This is an optimization exercise on Yosys and OpenROAD, whose aim is small area, not a production implementation. In this exercise RTL edits were held to simulation tests only and were not proved equivalent to the original. Power figures rest on the tool's default switching activity, not on a simulated workload.

[design/flow/run.sh]
#!/bin/bash
# synth_recipe.tcl (not shown) runs the flow's synth.tcl, then flattens the netlist and writes it again
# the make line also repeats each setting of config.mk as NAME=value (left out here)
make -C /OpenROAD-flow-scripts/flow DESIGN_CONFIG=/design/flow/config.mk WORK_HOME=/design/flow/orfs CLKGATE_MAP_FILE= SYNTH_SCRIPT=/design/flow/synth_recipe.tcl finish
[design/flow/config.mk]
export PLATFORM = sky130hd
export DESIGN_NAME = reg_file_mp
export DESIGN_NICKNAME = reg_file_mp
export VERILOG_FILES = /design/flow/design.v
export SDC_FILE = /design/flow/constraint.sdc
export NUM_CORES = 4
export LEC_CHECK = 0
export CAP_MARGIN = 20
export CORE_MARGIN = 2
export CORE_UTILIZATION = 40
export SLEW_MARGIN = 20
[design/flow/constraint.sdc]
create_clock -name core_clock -period 5.0 [get_ports {clk}]
set_input_delay 1.0000 -clock core_clock [delete_from_list [all_inputs] [get_ports {clk}]]
set_output_delay 1.0000 -clock core_clock [all_outputs]
set_load 0.01 [all_outputs]
[design/flow/design.v]
package mips_pkg;
  localparam int unsigned MIPS_DATA_W = 32;
  localparam int unsigned MIPS_ADDR_W = 5;
  typedef logic [MIPS_ADDR_W-1:0] reg_addr_t;
  typedef logic [MIPS_DATA_W-1:0] word_t;
  localparam reg_addr_t REG_ZERO = '0;
endpackage
module reg_file_rd_port #(
  parameter int unsigned DATA_W   = mips_pkg::MIPS_DATA_W,
  parameter int unsigned ADDR_W   = mips_pkg::MIPS_ADDR_W,
  parameter int unsigned NUM_WR   = 2,
  parameter int unsigned ZERO_REG = 1
) (
  input  logic                     clk_i,
  input  logic                     rst_i,
  input  logic                     rd_en_i,
  input  logic [ADDR_W-1:0]        rd_addr_i,
  input  logic [DATA_W-1:0]        mem_data_i,
  input  logic                     mem_busy_i,
  input  logic [NUM_WR-1:0]        wr_win_i,
  input  logic [NUM_WR*ADDR_W-1:0] wr_addr_i,
  input  logic [NUM_WR*DATA_W-1:0] wr_data_i,
  input  logic                     rsv_en_i,
  input  logic [ADDR_W-1:0]        rsv_addr_i,
  output logic [DATA_W-1:0]        rd_data_o,
  output logic                     rd_busy_o
);
  localparam bit ZeroEn = (ZERO_REG != 0);
  logic [DATA_W-1:0] rd_data_q, rd_data_d;
  logic              rd_busy_q, rd_busy_d;
  always_comb begin
    rd_data_d = rd_data_q;
    rd_busy_d = rd_busy_q;
    if (rd_en_i) begin
      rd_data_d = mem_data_i;
      rd_busy_d = mem_busy_i;
      for (int w = 0; w < int'(NUM_WR); w++) begin
        if (wr_win_i[w] && (wr_addr_i[w*ADDR_W +: ADDR_W] == rd_addr_i)) begin
          rd_data_d = wr_data_i[w*DATA_W +: DATA_W];
          rd_busy_d = 1'b0;
        end
      end
      if (rsv_en_i && (rsv_addr_i == rd_addr_i)) begin
        rd_busy_d = 1'b1;
      end
      if (ZeroEn && (rd_addr_i == '0)) begin
        rd_data_d = '0;
        rd_busy_d = 1'b0;
      end
    end
  end
  always_ff @(posedge clk_i or posedge rst_i) begin
    if (rst_i) begin
      rd_data_q <= '0;
      rd_busy_q <= 1'b0;
    end else begin
      rd_data_q <= rd_data_d;
      rd_busy_q <= rd_busy_d;
    end
  end
  assign rd_data_o = rd_data_q;
  assign rd_busy_o = rd_busy_q;
endmodule
module reg_file_mp #(
  parameter int unsigned DATA_W   = mips_pkg::MIPS_DATA_W,
  parameter int unsigned ADDR_W   = mips_pkg::MIPS_ADDR_W,
  parameter int unsigned NUM_RD   = 2,
  parameter int unsigned NUM_WR   = 2,
  parameter int unsigned ZERO_REG = 1
) (
  input  logic                     clk,
  input  logic                     rst,
  input  logic [NUM_RD-1:0]        rd_en,
  input  logic [NUM_RD*ADDR_W-1:0] rd_addr,
  output logic [NUM_RD*DATA_W-1:0] rd_data,
  output logic [NUM_RD-1:0]        rd_busy,
  input  logic [NUM_WR-1:0]        wr_en,
  input  logic [NUM_WR*ADDR_W-1:0] wr_addr,
  input  logic [NUM_WR*DATA_W-1:0] wr_data,
  input  logic                     rsv_en,
  input  logic [ADDR_W-1:0]        rsv_addr
);
  localparam int unsigned DEPTH  = 2 ** ADDR_W;
  localparam bit          ZeroEn = (ZERO_REG != 0);
  logic [DEPTH-1:0][DATA_W-1:0] mem_q;
  logic [DEPTH-1:0][DATA_W-1:0] mem_d;
  logic [DEPTH-1:0]  pending_q, pending_d;
  logic [NUM_WR-1:0] wr_eff;
  logic [NUM_WR-1:0] wr_win;
  logic              rsv_eff;
  logic [NUM_RD*DATA_W-1:0] rd_data_w;
  logic [NUM_RD-1:0]        rd_busy_w;
  assign rsv_eff = rsv_en && !(ZeroEn && (rsv_addr == '0));
  for (genvar w = 0; w < int'(NUM_WR); w++) begin : g_wr
    logic [ADDR_W-1:0] addr_w;
    logic              beaten;
    assign addr_w    = wr_addr[w*ADDR_W +: ADDR_W];
    assign wr_eff[w] = wr_en[w] && !(ZeroEn && (addr_w == '0));
    always_comb begin
      beaten = 1'b0;
      for (int h = w + 1; h < int'(NUM_WR); h++) begin
        if (wr_eff[h] && (wr_addr[h*ADDR_W +: ADDR_W] == addr_w)) begin
          beaten = 1'b1;
        end
      end
    end
    assign wr_win[w] = wr_eff[w] && !beaten;
  end
  always_comb begin
    mem_d     = mem_q;
    pending_d = pending_q;
    for (int w = 0; w < int'(NUM_WR); w++) begin
      if (wr_win[w]) begin
        mem_d[wr_addr[w*ADDR_W +: ADDR_W]]     = wr_data[w*DATA_W +: DATA_W];
        pending_d[wr_addr[w*ADDR_W +: ADDR_W]] = 1'b0;
      end
    end
    if (rsv_eff) begin
      pending_d[rsv_addr] = 1'b1;
    end
  end
  always_ff @(posedge clk or posedge rst) begin
    if (rst) begin
      for (int i = 0; i < int'(DEPTH); i++) begin
        mem_q[i] <= '0;
      end
      pending_q <= '0;
    end else begin
      mem_q     <= mem_d;
      pending_q <= pending_d;
    end
  end
  for (genvar p = 0; p < int'(NUM_RD); p++) begin : g_rd
    logic [ADDR_W-1:0] addr_p;
    logic [DATA_W-1:0] mem_data_p;
    logic              mem_busy_p;
    assign addr_p     = rd_addr[p*ADDR_W +: ADDR_W];
    assign mem_data_p = mem_q[addr_p];
    assign mem_busy_p = pending_q[addr_p];
    reg_file_rd_port #(
      .DATA_W   (DATA_W),
      .ADDR_W   (ADDR_W),
      .NUM_WR   (NUM_WR),
      .ZERO_REG (ZERO_REG)
    ) u_rd_port (
      .clk_i      (clk),
      .rst_i      (rst),
      .rd_en_i    (rd_en[p]),
      .rd_addr_i  (addr_p),
      .mem_data_i (mem_data_p),
      .mem_busy_i (mem_busy_p),
      .wr_win_i   (wr_win),
      .wr_addr_i  (wr_addr),
      .wr_data_i  (wr_data),
      .rsv_en_i   (rsv_eff),
      .rsv_addr_i (rsv_addr),
      .rd_data_o  (rd_data_w[p*DATA_W +: DATA_W]),
      .rd_busy_o  (rd_busy_w[p])
    );
  end
  assign rd_data = rd_data_w;
  assign rd_busy = rd_busy_w;
endmodule
==> key figures <==
Timing
  – Fin crit share: 0.839
  – Relative max-transition margin: 0.180
  – RSZ-0062 raised after global routing: false
  – Tmin final: 4.20 ns
  – Setup TNS: 0 ns
  – Max-slew violations: 0
  – Final Hold Viols: 0
  – Setup violators final: 0
  – Worst Tran Pin Value: 1.23 ns
  – Worst Skew: 0.0329 ns
  – Highest clock rate: 0.238 GHz

CTS
  – Clock-pin transition on the worst setup and hold timing paths: 0.06 ns
  – Post-CTS sizing: 0
  – Clk sinks: 1122
  – Hold buffer count at CTS: 0
  – Number of CTS-inserted buffers: 132
  – Clock latency (worst-skew pair): 0.81 ns
  – Post-CTS setup buffers: 0
  – CTS tree: done
  – Max Root-Sink Buffers: 3
  – H-tree lvl count: 4
  – Clk root buf: clkbuf_16

Synth
  – Post-synth cell types: 77
  – Mapped cell area: 70800 µm²
  – EDFF count, synth: 0
  – Mapped Cells: 6570
  – Main flop type after synthesis: dfrtp_1
  – Synthesized area per cell: 10.8 µm²
  – Post-synthesis sequential area ratio: 0.397
  – Synth Register Bits: 1122
  – Mapped Nets: 6674
  – Post-synth ARST share: 1.00
  – Synthesis Warnings: 2

Setup path
  – Critical Path AT: 4.82 ns
  – Reg2Reg Setup Slack: 2.59 ns
  – Crit path launch type: input port
  – Worst reg2reg path depth: 6
  – Critical R2R Launch: mem_q[749]$_DFF_PP0_
  – R2R Path End: g_rd[1].u_rd_port.rd_data_q[13]$_DFFE_PP0P_
  – CP Data Required Time: 5.63 ns
  – Maximum fanout along the worst path: 17
  – Crit Path Class: in -> reg
  – Crit. End Element: flip-flop

Placement
  – Gpl congestion: 0.909
  – HPWL reported at the end of detailed placement: 172 mm
  – Port bufs: 161
  – Placed insts: 8523

Floorplan
  – Die width: 425 µm
  – Starting Density: 0.402
  – Die ar.: 180000 µm²
  – Die Height: 425 µm
  – Io pins: 162
  – Core box area: 176000 µm²
  – FP Rows: 154

Route
  – Via count: 56200
  – Drt total wl: 281 mm
  – DR iter-0 viols: 7762
  – DRC Markers: 0
  – DR pass1 iterations: 6
  – Via density: 6.41
  – DRT antenna net count: 0
  – Routed WL per cell: 32.1 µm

Final layout
  – Layout overhead on the synthesized area: 12.3%
  – Layout cell share with drive strength beyond 1: 0.198
  – Non-Filler Instances: 8766
  – Filler cell count: 16100
  – Nets: 6422

Pwr
  – Leakage: 0.0355 µW
  – Worst IR Drop VDD: 0.405 mV
  – PD cells: 454 nW/µm²

Status
  – Outcome: complete, no violations

Worst hold path
  – Hold Path Class: reg -> reg
  – Worst Hold End: mem_q[22]$_DFF_PP0_
  – Hold path depth: 0
  – Hold_sp: mem_q[22]$_DFF_PP0_

Global route
  – Number of global-route vias before repair: 54600
  – Total grt overflow: 0
  – Pin count of the biggest net entering global routing: 187
  – Total Routing Usage GR: 0.309
  – First-pass GRT wire length: 405 mm
  – Initial antenna violation count: 7

Run
  – Max cap viols: 0
synth_stat cells (36+ instances only):
library cell	count	area share
clkbuf_1	506	0.027
nor2_1	772	0.041
o21ai_1	53	0.0037
mux2i_1	1112	0.16
nand2_1	399	0.021
buf_2	174	0.012
buf_1	50	0.0027
o22ai_1	68	0.0060
a21oi_1	745	0.053
inv_1	72	0.0038
buf_4	77	0.0082
dfrtp_1	1122	0.40
mux4_2	557	0.18
buf_6	36	0.0057
mux2_2	71	0.011
o21ai_0	307	0.022
layer usage:
| layer | track usage | wire length (µm) | vias up |
|---|---|---|---|
| li1 | - | - | 23400 |
| met1 | 0.405 | 108000 | 28200 |
| met2 | 0.460 | 124000 | 3683 |
| met3 | 0.0899 | 31900 | 859 |
| met4 | 0.168 | 17700 | 12 |
| met5 | 0.00265 | 148 | - |
sequential cells by signal, summed over array words and instances (netlist names):
signal                    cells
g_rd.u_rd_port.rd_busy_q      2
g_rd.u_rd_port.rd_data_q     64
mem_q                      1024
pending_q                    32
power by group:
| group | total [µW] | internal (µW) | switching (µW) |
|---|---|---|---|
| Sequential | 15300 | 12500 | 2820 |
| Clock | 9920 | 5720 | 4200 |
| Combinational | 10800 | 6160 | 4650 |
worst max-delay path by stage:
| stage | startpoint | to | slack (ns) |
|---|---|---|---|
| floorplan | rst | g_rd[0].u_rd_port.rd_busy_q$_DFFE_PP0P_ | -11.48 |
| global placement | wr_addr[5] | g_rd[1].u_rd_port.rd_data_q[13]$_DFFE_PP0P_ | 0.18 |
| detailed placement | wr_addr[5] | g_rd[1].u_rd_port.rd_data_q[13]$_DFFE_PP0P_ | 0.09 |
| CTS | wr_addr[5] | g_rd[1].u_rd_port.rd_data_q[13]$_DFFE_PP0P_ | 0.91 |
| global route | wr_addr[5] | g_rd[1].u_rd_port.rd_data_q[13]$_DFFE_PP0P_ | 0.66 |
| finish | wr_addr[5] | g_rd[1].u_rd_port.rd_data_q[13]$_DFFE_PP0P_ | 0.80 |
worst max-delay path, cell delays in order:
cell             delay [ns]
clkdlybuf4s50_1        0.52
inv_1                  0.09
ha_1                   0.30
nor3b_1                0.19
ha_1                   0.27
nor2b_1                0.35
and2_1                 0.34
a21oi_4                0.16
a21o_2                 0.39
buf_12                 0.28
a2111oi_1              0.56
buf_4                  0.26
o32ai_1                0.08
cell type report:
cell class / instances / area (µm²) / area share
antenna: 6 / 15.0 / 0.000189
clock buffer: 198 / 3980 / 0.0501
clock inverter: 38 / 379 / 0.00477
inverter: 74 / 282 / 0.00354
multi-input combinational: 4521 / 38800 / 0.488
sequential: 1122 / 28100 / 0.353
tap: 2340 / 2930 / 0.0368
timing repair buffer: 467 / 5040 / 0.0634
cell families after synthesis:
logic type,count (synthesis),share of synthesized area
compound gates,1393,0.111
xor+xnor,41,0.00518
fa+ha+maj,8,0.00141
buf+inv,927,0.0618
flops,1122,0.397
mux,1740,0.346
simple gates,1339,0.0778
metrics by stage:
stage	utilization	area [µm²]	setup WS (ns)	hold slack [ns]	total power, µW
6_report	0.452	79500	0.805	0.395	36100
5_1_grt	0.452	79500	0.657	0.410	37800
4_1_cts	0.452	79400	0.910	0.396	36000
3_5_place_dp	0.427	75100	0.0917	0.383	26100
3_3_place_gp	0.427	75100	0.180	0.376	25600
2_1_floorplan	-	70800	-11.48	0.441	22700
cell usage in the layout (no fill, tap or decap), types with 90 or more instances in the layout:
cell type	Yosys	layout
a21oi_1	745	744
dfrtp_1	1122	1122
mux2i_1	1112	1112
nor2_1	772	770
clkdlybuf4s50_1	0	145
o21ai_0	307	307
clkbuf_16	0	138
mux4_2	557	557
nand2_1	399	387
buf_4	77	219
buf_12	3	90

[port drivers added, routing unchanged]
No port has a modelled driver above. Below, the same layout with a new extraction and two added sets of constraints.
Step 1 sets driving cells, clkbuf_16 on the clock port and buf_2 on the other inputs (assumed; they add their load-dependent delay and slew).
Step 2 moves the port delays by t, midway between the first and last clock arrival at a register: inputs arrive t later, outputs are due t later. That takes back most of the time a late clock gives input paths.
Slacks: no drivers / after step 1 / after step 2; pairs: no drivers / after step 1.
t, ns: 0.881
setup WS [ns]: 0.805 / 0.856 / -0.026
worst data-port slew with drivers (ns): 0.09
Met with ideal ports but missed after step 2: setup timing in this run. The setup slack of this run moves by +0.051 ns with the drivers and by -0.831 ns with both steps.
